Background: an optimization exercise with open tools, aiming at small area. Do not read the settings as production practice.
Only simulation tests tie the RTL to the original design; equivalence was not proved.
No activity file was given, so power comes from the tool's default toggle rates.

job 1588:
## ibex_rvfi_tracer
module ibex_rvfi_tracer #(
  parameter int unsigned Depth    = 4,
  parameter int unsigned DropCntW = 16
) (
  input  logic                clk_i,
  input  logic                rst_ni,
  input  logic [31:0]         hart_id_i,
  input  logic                rvfi_valid,
  input  logic [63:0]         rvfi_order,
  input  logic [31:0]         rvfi_insn,
  input  logic                rvfi_trap,
  input  logic                rvfi_halt,
  input  logic                rvfi_intr,
  input  logic [1:0]          rvfi_mode,
  input  logic [31:0]         rvfi_pc_rdata,
  input  logic [31:0]         rvfi_pc_wdata,
  input  logic [4:0]          rvfi_rd_addr,
  input  logic [31:0]         rvfi_rd_wdata,
  input  logic [31:0]         rvfi_mem_addr,
  input  logic [3:0]          rvfi_mem_rmask,
  input  logic [3:0]          rvfi_mem_wmask,
  input  logic [31:0]         rvfi_mem_rdata,
  input  logic [31:0]         rvfi_mem_wdata,
  output logic                trace_valid_o,
  ...
Size: roughly 3200 cells after synthesis, roughly 800 I/O pins, ~58000 µm² of cells after synthesis.
==> flow/config.mk <==
export PLATFORM = sky130hd
export DESIGN_NAME = ibex_rvfi_tracer
export DESIGN_NICKNAME = ibex_rvfi_tracer
export VERILOG_FILES = /design/flow/design.v
export SDC_FILE = /design/flow/constraint.sdc
export NUM_CORES = 4
export LEC_CHECK = 0
export CAP_MARGIN = 20
export CORE_MARGIN = 2
export CORE_UTILIZATION = 80
export SLEW_MARGIN = 20
==> flow/constraint.sdc <==
create_clock -name core_clock -period 5.0 [get_ports {clk_i}]
set_input_delay 1.0000 -clock core_clock [delete_from_list [all_inputs] [get_ports {clk_i}]]
set_output_delay 1.0000 -clock core_clock [all_outputs]
set_load 0.01 [all_outputs]
standard.sh (not shown) runs the stock make flow with config.mk's settings and CLKGATE_MAP_FILE= SYNTH_SCRIPT=/design/flow/synth_recipe.tcl, a recipe that flattens the netlist after the stock synthesis.
==> flow/flow/run.sh <==
#!/bin/bash
# Standard ORFS layout (the standard.sh, unchanged synthesis) with two
# layout-only changes: ports are buffered with the smallest buffer instead of
# clkdlybuf4s50_1, and CTS builds its tree from clkbuf_8 leaves driving larger
# sink clusters, without dummy balancing loads. The make output goes to
# standard_flow.log; each ORFS step keeps its own log under orfs/logs.
set -euo pipefail
export BUFFER_PORTS_ARGS="-buffer_cell sky130_fd_sc_hd__buf_1"
export CTS_ARGS="-sink_clustering_enable -repair_clock_nets -dont_use_dummy_load -buf_list {sky130_fd_sc_hd__clkbuf_8} -sink_clustering_size 16 -sink_clustering_max_diameter 50"
bash standard.sh finish > standard_flow.log 2>&1
Job 1588: all stages complete, timing, DRC and antenna checks passed
Input-level comparison between job 1323 and job 1588:
# job 1588
export LEC_CHECK = 0
export CAP_MARGIN = 20
export CORE_MARGIN = 2
export CORE_UTILIZATION = 80
export SLEW_MARGIN = 20
create_clock -name core_clock -period 5.0 [get_ports {clk_i}]
# job 1323
export LEC_CHECK = 0
export CAP_MARGIN = 20
export CORE_MARGIN = 2
export CORE_UTILIZATION = 85
export SLEW_MARGIN = 20
create_clock -name core_clock -period 5.0 [get_ports {clk_i}]
--- outcome ---
Job 1323 vs job 1588 — pre-CTS worst setup slack dropped 420 ps. Job 1323 vs. job 1588: number of cell rows fell by about 3%; synthesized cell count saw little to no change; die outline height went down 2.9%. Job 1323: it failed during 5_1_grt, and the tool reported GRT-0232.
> inputs changed (job 1323 -> job 8521)
# job 1323
export LEC_CHECK = 0
export CAP_MARGIN = 20
export CORE_MARGIN = 2
export CORE_UTILIZATION = 85
export SLEW_MARGIN = 20
create_clock -name core_clock -period 5.0 [get_ports {clk_i}]
# job 8521
export LEC_CHECK = 0
export CAP_MARGIN = 20
export CORE_MARGIN = 2
export CORE_UTILIZATION = 75
export SLEW_MARGIN = 20
create_clock -name core_clock -period 5.0 [get_ports {clk_i}]
### Flow results
Job 8521 | status: complete | timing, DRC, antenna: pass
Number of hold buffers added after cts came out exactly the same in job 1323 and job 8521.
Job 8521 vs job 1323, effective utilization at floorplan went down by 10 points.
Cell area after technology mapping: job 1323 vs job 8521 identical
The number of H-tree levels reported for job 8521 is smaller than that of job 1323 by 1.
Post-DP HPWL (job 8521 over job 1323): decrease, 9.4 mm
Diff job 1323 -> job 8521 | number of placed instances with taps included | increase of 3.1%

---

raven:
The RTL this note starts from:
==> flow/design.v <==
package ibex_pkg;
  typedef struct packed {
    logic [63:0] cycle;
    logic [31:0] hart;
    logic [63:0] order;
    logic [31:0] pc;
    logic [31:0] next_pc;
    logic [31:0] insn;
    logic [1:0]  mode;
    logic        trap;
    logic        halt;
    logic        intr;
    logic        compressed;
    logic [4:0]  rd_addr;
    logic [31:0] rd_wdata;
    logic [31:0] mem_addr;
    logic [3:0]  mem_rmask;
    logic [3:0]  mem_wmask;
    logic [31:0] mem_data;
  } trace_rec_t;
  localparam int unsigned TraceRecW = 371;   
  typedef struct packed {
    logic [63:0] cycle;
    logic [63:0] order;
    logic [31:0] pc;
    logic [31:0] next_pc;
    logic [31:0] insn;
    logic [1:0]  mode;
    logic        trap;
    logic        halt;
    logic        intr;
    logic [4:0]  rd_addr;
    logic [31:0] rd_wdata;
    logic [31:0] mem_addr;
    logic [3:0]  mem_rmask;
    logic [3:0]  mem_wmask;
    logic [31:0] mem_data;
  } slot_rec_t;
  localparam int unsigned SlotRecW = 338;   
  typedef enum logic [1:0] {
    MEM_NONE  = 2'd0,
    MEM_READ  = 2'd1,
    MEM_WRITE = 2'd2
  } mem_kind_e;
  function automatic logic [1:0] mem_kind_of(input logic [3:0] rmask,
                                             input logic [3:0] wmask);
    if (wmask != 4'b0000) begin
      mem_kind_of = 2'd2;   
    end else if (rmask != 4'b0000) begin
      mem_kind_of = 2'd1;    
    end else begin
      mem_kind_of = 2'd0;    
    end
  endfunction
  function automatic logic is_compressed(input logic [31:0] insn);
    is_compressed = insn[1:0] != 2'b11;
  endfunction
  function automatic logic is_succ(input logic [63:0] a, input logic [63:0] b);
    logic [63:0] t;
    logic        ok;
    t  = a ^ b;
    ok = t[0];
    for (int i = 0; i < 63; i++) begin
      ok = ok & (t[i+1] ? (t[i] & b[i]) : (~t[i] | a[i]));
    end
    is_succ = ok;
  endfunction
endpackage
module ibex_trace_fifo #(
  parameter int unsigned Width = 32,
  parameter int unsigned Depth = 4
) (
  input  logic                   clk_i,
  input  logic                   rst_ni,
  input  logic                   push_i,
  input  logic [Width-1:0]       wdata_i,
  output logic                   full_o,
  input  logic                   pop_i,
  output logic                   empty_o,
  output logic [Depth-1:0]       head_sel_o,
  output logic [Depth*Width-1:0] slots_o
);
  localparam int unsigned AddrW = $clog2(Depth);
  localparam int unsigned PtrW  = AddrW + 1;
  logic [PtrW-1:0]  wr_ptr_q, rd_ptr_q;
  logic [AddrW-1:0] wr_idx, rd_idx;
  logic             push_acc, pop_acc;
  logic [Width-1:0] mem_q [Depth];
  assign wr_idx  = wr_ptr_q[AddrW-1:0];
  assign rd_idx  = rd_ptr_q[AddrW-1:0];
  assign empty_o = (wr_ptr_q == rd_ptr_q);
  assign full_o  = (wr_ptr_q[AddrW] != rd_ptr_q[AddrW]) && (wr_idx == rd_idx);
  assign pop_acc  = pop_i & ~empty_o;
  assign push_acc = push_i & (~full_o | pop_acc);
  always_ff @(posedge clk_i or negedge rst_ni) begin
    if (!rst_ni) begin
      wr_ptr_q <= '0;
      rd_ptr_q <= '0;
    end else begin
      wr_ptr_q <= wr_ptr_q + PtrW'(push_acc);
      rd_ptr_q <= rd_ptr_q + PtrW'(pop_acc);
    end
  end
  for (genvar gi = 0; gi < Depth; gi++) begin : g_slot
    always_ff @(posedge clk_i) begin
      if (push_acc && (wr_idx == AddrW'(gi))) begin
        mem_q[gi] <= wdata_i;
      end
    end
    assign head_sel_o[gi]            = ~empty_o & (rd_idx == AddrW'(gi));
    assign slots_o[gi*Width +: Width] = mem_q[gi];
  end
endmodule
module ibex_rvfi_tracer #(
  parameter int unsigned Depth    = 4,
  parameter int unsigned DropCntW = 16
) (
  input  logic                clk_i,
  input  logic                rst_ni,
  input  logic [31:0]         hart_id_i,
  input  logic                rvfi_valid,
  input  logic [63:0]         rvfi_order,
  input  logic [31:0]         rvfi_insn,
  input  logic                rvfi_trap,
  input  logic                rvfi_halt,
  input  logic                rvfi_intr,
  input  logic [1:0]          rvfi_mode,
  input  logic [31:0]         rvfi_pc_rdata,
  input  logic [31:0]         rvfi_pc_wdata,
  input  logic [4:0]          rvfi_rd_addr,
  input  logic [31:0]         rvfi_rd_wdata,
  input  logic [31:0]         rvfi_mem_addr,
  input  logic [3:0]          rvfi_mem_rmask,
  input  logic [3:0]          rvfi_mem_wmask,
  input  logic [31:0]         rvfi_mem_rdata,
  input  logic [31:0]         rvfi_mem_wdata,
  output logic                trace_valid_o,
  input  logic                trace_ready_i,
  output logic [ibex_pkg::TraceRecW-1:0] trace_rec_o,
  output logic                order_err_o,
  output logic                overflow_o,
  output logic [DropCntW-1:0] drop_cnt_o,
  output logic [63:0]         retired_cnt_o
  );
  localparam int unsigned SlotW = ibex_pkg::SlotRecW;
  ibex_pkg::slot_rec_t   slot_d;
  ibex_pkg::trace_rec_t  rec_out;
  logic [Depth-1:0]       head_sel;
  logic [Depth*SlotW-1:0] slots;
  logic                   fifo_full, fifo_empty;
  logic                   pop, drop;
  logic                   wr_kind;
  logic [3:0]             wbyte, rbyte;
  logic [63:0]         cycle_q;
  logic [63:0]         retired_q;
  logic [DropCntW-1:0] drop_cnt_q;
  logic                overflow_q;
  logic                order_first_q;
  logic [63:0]         order_last_q;
  logic                order_err_q;
  assign wr_kind = rvfi_mem_wmask != 4'b0000;
  assign wbyte   = rvfi_mem_wmask & {4{wr_kind}};
  assign rbyte   = rvfi_mem_rmask & {4{~wr_kind}};
  always_comb begin
    slot_d           = '0;
    slot_d.cycle     = cycle_q;
    slot_d.order     = rvfi_order;
    slot_d.pc        = rvfi_pc_rdata;
    slot_d.next_pc   = rvfi_pc_wdata;
    slot_d.insn      = rvfi_insn;
    slot_d.mode      = rvfi_mode;
    slot_d.trap      = rvfi_trap;
    slot_d.halt      = rvfi_halt;
    slot_d.intr      = rvfi_intr;
    slot_d.rd_addr   = rvfi_rd_addr;
    slot_d.rd_wdata  = rvfi_rd_wdata;
    slot_d.mem_addr  = rvfi_mem_addr;
    slot_d.mem_rmask = rvfi_mem_rmask;
    slot_d.mem_wmask = rvfi_mem_wmask;
    for (int b = 0; b < 4; b++) begin
      slot_d.mem_data[b*8 +: 8] = (rvfi_mem_wdata[b*8 +: 8] & {8{wbyte[b]}}) |
                                  (rvfi_mem_rdata[b*8 +: 8] & {8{rbyte[b]}});
    end
  end
  assign trace_valid_o = ~fifo_empty;
  assign pop           = trace_valid_o & trace_ready_i;
  assign drop          = rvfi_valid & fifo_full & ~pop;
  ibex_trace_fifo #(
    .Width (SlotW),
    .Depth (Depth)
  ) u_fifo (
    .clk_i      (clk_i),
    .rst_ni     (rst_ni),
    .push_i     (rvfi_valid),
    .wdata_i    (slot_d),
    .full_o     (fifo_full),
    .pop_i      (pop),
    .empty_o    (fifo_empty),
    .head_sel_o (head_sel),
    .slots_o    (slots)
  );
  logic [ibex_pkg::TraceRecW-1:0] masked [Depth];
  for (genvar gi = 0; gi < Depth; gi++) begin : g_head
    ibex_pkg::slot_rec_t s;
    logic hs, hs_rd, hs_mem;
    assign s      = slots[gi*SlotW +: SlotW];
    assign hs     = head_sel[gi];
    assign hs_rd  = hs & (s.rd_addr != 5'd0);
    assign hs_mem = hs & ((s.mem_rmask != 4'b0000) | (s.mem_wmask != 4'b0000));
    assign masked[gi] = {s.cycle     & {64{hs}},
                         32'd0,
                         s.order     & {64{hs}},
                         s.pc        & {32{hs}},
                         s.next_pc   & {32{hs}},
                         s.insn      & {32{hs}},
                         s.mode      & {2{hs}},
                         s.trap      & hs,
                         s.halt      & hs,
                         s.intr      & hs,
                         1'b0,
                         s.rd_addr   & {5{hs}},
                         s.rd_wdata  & {32{hs_rd}},
                         s.mem_addr  & {32{hs_mem}},
                         s.mem_rmask & {4{hs}},
                         s.mem_wmask & {4{hs}},
                         s.mem_data  & {32{hs}}};
  end
  always_comb begin
    rec_out = '0;
    for (int i = 0; i < Depth; i++) begin
      rec_out = rec_out | masked[i];
    end
    rec_out.hart       = hart_id_i & {32{trace_valid_o}};
    rec_out.compressed = trace_valid_o & ibex_pkg::is_compressed(rec_out.insn);
  end
  assign trace_rec_o = rec_out;
  always_ff @(posedge clk_i or negedge rst_ni) begin
    if (!rst_ni) begin
      cycle_q    <= '0;
      retired_q  <= '0;
      drop_cnt_q <= '0;
      overflow_q <= 1'b0;
    end else begin
      cycle_q   <= cycle_q + 64'd1;
      retired_q <= retired_q + {63'd0, rvfi_valid};
      if (drop) begin
        overflow_q <= 1'b1;
        if (drop_cnt_q != {DropCntW{1'b1}}) begin
          drop_cnt_q <= drop_cnt_q + DropCntW'(1);
        end
      end
    end
  end
  always_ff @(posedge clk_i or negedge rst_ni) begin
    if (!rst_ni) begin
      order_first_q <= 1'b1;
      order_err_q   <= 1'b0;
    end else if (rvfi_valid) begin
      order_first_q <= 1'b0;
      if (!order_first_q && !ibex_pkg::is_succ(rvfi_order, order_last_q)) begin
        order_err_q <= 1'b1;
      end
    end
  end
  always_ff @(posedge clk_i) begin
    if (rvfi_valid) begin
      order_last_q <= rvfi_order;
    end
  end
  assign retired_cnt_o = retired_q;
  assign drop_cnt_o    = drop_cnt_q;
  assign overflow_o    = overflow_q;
  assign order_err_o   = order_err_q;
endmodule
export LEC_CHECK = 0
export CAP_MARGIN = 20
export CORE_MARGIN = 2
export CORE_UTILIZATION = 40
export SLEW_MARGIN = 20
create_clock -name core_clock -period 5.0 [get_ports {clk_i}]
run.sh (not shown) runs the stock make flow with config.mk's settings and CLKGATE_MAP_FILE= SYNTH_SCRIPT=/design/flow/synth_recipe.tcl, a recipe that flattens the netlist after the stock synthesis.
Stock flow here: none of the scripts above is used.
> inputs changed (raven -> amber)
==> flow/flow/run.sh (new file) <==
#!/bin/bash
# Standard ORFS layout (the standard.sh, unchanged synthesis) with two
# layout-only changes: ports are buffered with the smallest buffer instead of
# clkdlybuf4s50_1, and CTS builds its tree from small clock buffers without
# dummy balancing loads.
set -euo pipefail
export BUFFER_PORTS_ARGS="-buffer_cell sky130_fd_sc_hd__buf_1"
export CTS_ARGS="-sink_clustering_enable -repair_clock_nets -dont_use_dummy_load -buf_list {sky130_fd_sc_hd__clkbuf_4 sky130_fd_sc_hd__clkbuf_8}"
bash standard.sh finish > standard_flow.log 2>&1
==> flow/standard.sh (new file) <==
#!/bin/bash
# synth_recipe.tcl (not shown) runs the flow's synth.tcl, then flattens the netlist and writes it again
# the make line also repeats each setting of config.mk as NAME=value (left out here)
make -C /OpenROAD-flow-scripts/flow DESIGN_CONFIG=/design/flow/config.mk WORK_HOME=/design/flow/orfs CLKGATE_MAP_FILE= SYNTH_SCRIPT=/design/flow/synth_recipe.tcl "${@:-finish}"
removed: flow/run.sh
- [diff] via count, amber relative to raven: regression
- amber ended up with a higher per-cell via count in the routed design than raven did.
- Proportion of power drawn by combinational gates | amber below raven
- amber against raven: multi-input logic portion of the cell area rose 1.5 points; cell depth of the worst setup path about even; clock buffer count rose about 36%.
- Compared with raven, amber shows a higher maximum fanout encountered on the critical timing path.
- Pre-CTS worst setup slack came out higher on amber than on raven.
- Cmp amber vs raven: cell area after layout lower in amber
- The cell with the largest stage delay on the worst path comes out a22oi_1 in one run and xnor2_2 in the other, namely in raven and amber respectively.
- Comparing amber with raven, the number of instances in the placed design came out essentially unchanged.
- In the tables for amber and raven, maximum frequency reads higher with raven.
- amber: done, clean on timing, DRC and antenna
Input changes introduced in nickel (baseline for comparison: amber):
- CORE_UTILIZATION now 65, was 40
==> flow/flow/run.sh <==
#!/bin/bash
# Standard ORFS layout (the standard.sh, unchanged synthesis) with two
# layout-only changes: ports are buffered with the smallest buffer instead of
# clkdlybuf4s50_1, and CTS builds its tree from clkbuf_8 leaves driving larger
# sink clusters, without dummy balancing loads.
set -euo pipefail
export BUFFER_PORTS_ARGS="-buffer_cell sky130_fd_sc_hd__buf_1"
export CTS_ARGS="-sink_clustering_enable -repair_clock_nets -dont_use_dummy_load -buf_list {sky130_fd_sc_hd__clkbuf_8} -sink_clustering_size 20 -sink_clustering_max_diameter 60"
bash standard.sh finish > standard_flow.log 2>&1
Results
Per the final summary, nickel finished and its layout is clean on timing, DRC and antenna.
amber | status: complete | timing, DRC, antenna: pass
Compared with amber, nickel shows global placer's final weighted congestion that has gone up by a little under 10%.
Number of global-route vias before repair was higher in amber than in nickel.
The cell area after layout number comes out higher for amber vs nickel.
nickel against amber; non-clock buffer count is down slightly.
What maple does differently from nickel at the input level:
- CORE_UTILIZATION: 65 -> 40
==> summary.txt <==
Diff maple..nickel | level count of the clock H-tree | unchanged. Per the comparison of maple with nickel, cell count after placement went up; overall power increased by about 0.3% relative to the old numbers; final weighted congestion in routability-driven placement down 8.2%; number of antenna cells inserted dropped 12; worst voltage drop across the vdd grid went up by 33%. Routing usage on met2 (higher): nickel. The final reports for maple and nickel show finished layout cell area higher in the former. Diff nickel..maple | final-report hold violation count | unchanged. Of nickel and maple, nickel shows the lower clock-buffer cell count, with maple above it.

-- separate check: timing with driven ports --
No port has a modelled driver above. Below, the same layouts with a new extraction and two added sets of constraints. Step 1 sets driving cells, clkbuf_16 on the clock port and buf_2 on the other inputs (assumed; they add their load-dependent delay and slew). Step 2 times the ports against the registers' clock, not the clock port: input delays grow and output delays shrink by t, the midpoint of the rising clock arrivals with the driver on. a / b / c = no drivers / after step 1 / after step 2; a / b = the first two.
| run | t (ns) | slack for setup (ns) | worst hold slack (ns) | slew at the worst register clock pin (ns) | worst data-port slew with drivers (ns) |
|---|---|---|---|---|---|
| job 1588 | 0.808 | 0.116 / 0.050 / 0.756 | 0.364 / 0.327 / 0.504 | 0.10 / 0.10 | 0.24 |
| job 8521 | 0.792 | 0.196 / 0.131 / 0.876 | 0.183 / 0.144 / 0.469 | 0.10 / 0.10 | 0.17 |
| raven | 0.851 | 0.230 / 0.151 / 0.871 | 0.237 / 0.196 / 0.462 | 0.07 / 0.07 | 0.19 |
| amber | 0.982 | 0.150 / 0.074 / 1.056 | 0.299 / 0.267 / 0.453 | 0.07 / 0.07 | 0.20 |
| nickel | 0.825 | 0.494 / 0.424 / 1.248 | 0.293 / 0.248 / 0.464 | 0.12 / 0.12 | 0.19 |
| maple | 0.877 | 0.400 / 0.325 / 1.203 | 0.155 / 0.102 / 0.458 | 0.12 / 0.12 | 0.21 |
After both steps every run listed still meets setup and hold.
